Background: an optimization exercise with open tools, aiming at small area, a short achievable clock period and few clock cycles per item. Do not read the settings as production practice. Only simulation tests tie the RTL to the original design; equivalence was not proved. Power and IR drop assume default switching activity.

==> flow/design.v (excerpt) <==
module sprite_quad_batcher
(
  input  logic                clk,
  input  logic                rst,
  input  logic                in_valid,
  output logic                in_stall,
  input  logic                mode,
  input  logic signed [31:0]  pos_x,
  input  logic signed [31:0]  pos_y,
  input  logic signed [31:0]  pos_z,
  input  logic signed [31:0]  quad_width,
  input  logic signed [31:0]  quad_height,
  input  logic [31:0]         rgba_color,
  input  logic [31:0]         uv_corner0,
  input  logic [31:0]         uv_corner1,
  input  logic [31:0]         uv_corner2,
  input  logic [31:0]         uv_corner3,
  input  logic [31:0]         texture_name,
  output logic                out_valid,
  input  logic                out_stall,
  output logic signed [31:0]  vert_x,
  output logic signed [31:0]  vert_y,
  output logic signed [31:0]  vert_z,
  output logic [31:0]         vert_color,
  output logic [15:0]         vert_u,
  output logic [15:0]         vert_v,
  output logic [sqb_pkg::SLOT_W-1:0]   tex_slot,
  output logic                batch_cut,
  output logic [sqb_pkg::ICOUNT_W-1:0] batch_index_count,
  output logic                end_marker,
  output logic                last_of_item
);
Settings: LEC_CHECK=0, CAP_MARGIN=20, CORE_MARGIN=2, CORE_UTILIZATION=60, CTS_BUF_LIST=sky130_fd_sc_hd__clkbuf_8, SETUP_SLACK_MARGIN=3.5, SLEW_MARGIN=20; clock period 6.0 ns.
standard.sh (not shown) runs the stock make flow with config.mk's settings and CLKGATE_MAP_FILE= SYNTH_SCRIPT=/design/flow/synth_recipe.tcl, a recipe that flattens the netlist after the stock synthesis.
==> flow/flow/run.sh <==
#!/bin/bash
# The standard layout (the standard.sh: ORFS synthesis through finish),
# with changes to how the resizer and the clock tree work:
#  - port buffers are sky130_fd_sc_hd__buf_1 instead of the cell buffer_ports
#    picks by default (a delay cell); the resizer sizes them afterwards;
#  - gate sizing may swap cells of other footprints (MATCH_CELL_FOOTPRINT=0);
#  - clock tree synthesis inserts no dummy loads.
# Every port still gets its buffer. The make output goes to flow_make.log.
set -euo pipefail
bash standard.sh \
  "BUFFER_PORTS_ARGS=-buffer_cell sky130_fd_sc_hd__buf_1" \
  MATCH_CELL_FOOTPRINT=0 \
  "CTS_ARGS=-sink_clustering_enable -repair_clock_nets -dont_use_dummy_load -buf_list sky130_fd_sc_hd__clkbuf_8" \
  finish > flow_make.log 2>&1
Testbench counts at the start, summed over its fixed seeds: cycles 47,560, items 12,000.
Then changed:
Settings changed: CORE_UTILIZATION 60 to 40, SETUP_SLACK_MARGIN 3.5 to 3.0.
The changed run completed without violations.
Die area rose by well over a third.
Fmax fell by a few percent.
Count of clock-buffer cells in the layout rose by 13.
Hold slack improves by 0.025 ns.
Setup slack degrades by 0.092 ns.
Non-clock buffer count fell by 146.
Synthesized cell count stays the same.
Then changed:
Settings changed: CORE_UTILIZATION 40 to 60, SETUP_SLACK_MARGIN 3.0 to 3.3.
The changed run finished clean.
Total power drops by 0.96%.
Wire length drops by 11%.
Critical path depth drops by 7.
Area after synthesis stays the same.
Flip-flop and latch count is unchanged.
Final area climbs by 0.86%.
Worst setup slack is better by 0.11 ns.
Utilization climbs by 24 points.
Global-route usage climbs by 7.7 points.
Register-to-register slack is better by 0.11 ns.
Fmax climbs by 3.9%.


Setup of delta:
Another version of the RTL of sprite_quad_batcher (not shown whole).
Size in the first run: about 4200 cells after synthesis, roughly 1500 flip-flops, roughly 550 I/O pins, roughly 52000 um^2 of cells after synthesis.
clock: 6.0 ns
lec_check: 0
cap_margin: 20
core_margin: 2
core_utilization: 60
cts_buf_list: sky130_fd_sc_hd__clkbuf_8
setup_slack_margin: 3.4
slew_margin: 20
==> flow/flow/run.sh <==
#!/bin/bash
# The standard layout (the standard.sh: ORFS synthesis through finish),
# with changes to how the resizer and the clock tree work:
#  - port buffers are sky130_fd_sc_hd__buf_1 instead of the cell buffer_ports
#    picks by default (a delay cell); the resizer sizes them afterwards;
#  - gate sizing may swap cells of other footprints (MATCH_CELL_FOOTPRINT=0);
#  - clock tree synthesis inserts no dummy loads and clusters up to 14
#    registers within 60 um per leaf buffer.
# Every port still gets its buffer. The make output goes to flow_make.log.
set -euo pipefail
bash standard.sh \
  "BUFFER_PORTS_ARGS=-buffer_cell sky130_fd_sc_hd__buf_1" \
  MATCH_CELL_FOOTPRINT=0 \
  "CTS_ARGS=-sink_clustering_enable -repair_clock_nets -dont_use_dummy_load -buf_list sky130_fd_sc_hd__clkbuf_8 -sink_clustering_size 14 -sink_clustering_max_diameter 60" \
  finish > flow_make.log 2>&1
Testbench counts of delta, summed over its fixed seeds: cycles 47,560, items 12,000.
Changes in pepper relative to delta:
Settings: swapping 3.4 for 3.3 in SETUP_SLACK_MARGIN.
--- outcome ---
- pepper was carried through to the last stage, and its layout satisfied the timing, DRC and antenna checks.
- Comparing the two runs side by side, pepper comes out ahead of delta on final hold slack.
- The fraction of the cycle the final worst path needs on pepper is in line with that on delta.
- Design area (pepper vs. delta) decreases slightly
- delta ended up with more cell instances than pepper did.
- In the reports for pepper and delta, the larger buffer count excluding the clock tree in the final layout belongs to delta.
- Summary — via count of the routed design, pepper relative to delta: lower, by 374.
- Run comparison: pepper master of the slowest instance on the critical path nor4_4; delta master of the slowest instance on the critical path fa_2
- Summary — depth of the most critical reg-to-reg path, pepper relative to delta: lower, by 1.


sprite_quad_batcher, a different RTL version from the one above (not shown whole).
Size in the first run: about 4200 cells after synthesis, roughly 1500 flip-flops, ~550 I/O pins.
clock: 6.0 ns
lec_check: 0
cap_margin: 20
core_margin: 2
core_utilization: 60
cts_buf_list: sky130_fd_sc_hd__clkbuf_8
place_density: 0.75
setup_slack_margin: 3.3
slew_margin: 20
==> flow/flow/run.sh <==
#!/bin/bash
# The standard layout (the standard.sh: ORFS synthesis through finish),
# with changes to how the resizer and the clock tree work:
#  - port buffers are sky130_fd_sc_hd__buf_1 instead of the cell buffer_ports
#    picks by default (a delay cell); the resizer sizes them afterwards;
#  - gate sizing may swap cells of other footprints (MATCH_CELL_FOOTPRINT=0);
#  - clock tree synthesis inserts no dummy loads.
# Every port still gets its buffer. The make output goes to flow_make.log.
set -euo pipefail
bash standard.sh \
  "BUFFER_PORTS_ARGS=-buffer_cell sky130_fd_sc_hd__buf_1" \
  MATCH_CELL_FOOTPRINT=0 \
  "CTS_ARGS=-sink_clustering_enable -repair_clock_nets -dont_use_dummy_load -buf_list sky130_fd_sc_hd__clkbuf_8" \
  finish > flow_make.log 2>&1
The first run passed the timing, DRC and antenna checks.
Testbench counts at the start, summed over its fixed seeds: cycles 47,560, items 12,000.
Change:
- CORE_UTILIZATION: 60 -> 50
- PLACE_DENSITY: 0.75 -> not set
Cell area came out higher slightly.
Non-clock buffer count goes up by 15.
Routed wire length climbs slightly.
Core utilization goes down by 12 points.
Cell count rises by a few percent.
Worst setup slack is better by 0.0031 ns.
Die area rose by about a fifth.
Global-route usage falls by 4.2 points.
Count of clock-buffer cells in the layout came out higher by 6.
Hold slack gets better by 0.025 ns.
Change:
--- a/flow/flow/run.sh
+++ b/flow/flow/run.sh
@@ -6,3 +6,4 @@
 #  - gate sizing may swap cells of other footprints (MATCH_CELL_FOOTPRINT=0);
-#  - clock tree synthesis inserts no dummy loads.
+#  - clock tree synthesis inserts no dummy loads and clusters up to 14
+#    registers within 60 um per leaf buffer.
 # Every port still gets its buffer. The make output goes to flow_make.log.
@@ -12,3 +13,3 @@
   MATCH_CELL_FOOTPRINT=0 \
-  "CTS_ARGS=-sink_clustering_enable -repair_clock_nets -dont_use_dummy_load -buf_list sky130_fd_sc_hd__clkbuf_8" \
+  "CTS_ARGS=-sink_clustering_enable -repair_clock_nets -dont_use_dummy_load -buf_list sky130_fd_sc_hd__clkbuf_8 -sink_clustering_size 14 -sink_clustering_max_diameter 60" \
   finish > flow_make.log 2>&1
- CORE_UTILIZATION: 50 -> 60
- SETUP_SLACK_MARGIN: 3.3 -> 3.4
Outcome: Worst hold slack is worse by 0.0040 ns. Fmax is about the same. Cell area drops by 1.5%. Utilization increases by 11 points. First-iteration DRC count rises by 15%.

-- static timing again, ports no longer ideal --
No port has a modelled driver above. Below, the same layouts with a new extraction and two added sets of constraints.
Step 1: set_driving_cell puts a clkbuf_16 on clk and a buf_2 on each other input, an assumption about the parent block.
Step 2 moves the port delays by t, midway between the first and last clock arrival at a register: inputs arrive t later, outputs are due t later. That takes back most of the time a late clock gives input paths.
Slacks: no drivers / after step 1 / after step 2; pairs: no drivers / after step 1.
| run | t (ns) | setup slack, ns | worst hold slack (ns) | clock arrival spread, ns | slew at the worst register clock pin (ns) |
|---|---|---|---|---|---|
| the first run of note 1 | 0.925 | 3.083 / 3.041 / 2.494 | 0.227 / 0.227 / 0.227 | 0.132 / 0.132 | 0.07 / 0.07 |
| the second run of note 1 | 0.943 | 2.991 / 2.930 / 2.099 | 0.251 / 0.251 / 0.251 | 0.167 / 0.167 | 0.07 / 0.07 |
| the third run of note 1 | 0.917 | 3.105 / 3.049 / 2.331 | 0.273 / 0.273 / 0.273 | 0.117 / 0.117 | 0.07 / 0.07 |
| delta | 0.829 | 2.515 / 2.531 / 1.711 | 0.279 / 0.279 / 0.279 | 0.091 / 0.091 | 0.10 / 0.10 |
| pepper | 0.831 | 2.518 / 2.526 / 1.715 | 0.283 / 0.283 / 0.283 | 0.091 / 0.091 | 0.10 / 0.10 |
| the first run of note 3 | 0.903 | 3.150 / 3.038 / 2.383 | 0.244 / 0.244 / 0.244 | 0.140 / 0.140 | 0.07 / 0.07 |
| the second run of note 3 | 0.904 | 3.153 / 3.048 / 2.384 | 0.269 / 0.269 / 0.269 | 0.102 / 0.103 | 0.07 / 0.07 |
| the third run of note 3 | 0.808 | 3.159 / 3.012 / 2.366 | 0.265 / 0.265 / 0.265 | 0.131 / 0.131 | 0.10 / 0.10 |
After both steps setup and hold are still met in every run listed. For the second run of note 1, which loses most, drivers alone change the setup slack by -0.061 ns; drivers and shift together by -0.892 ns.
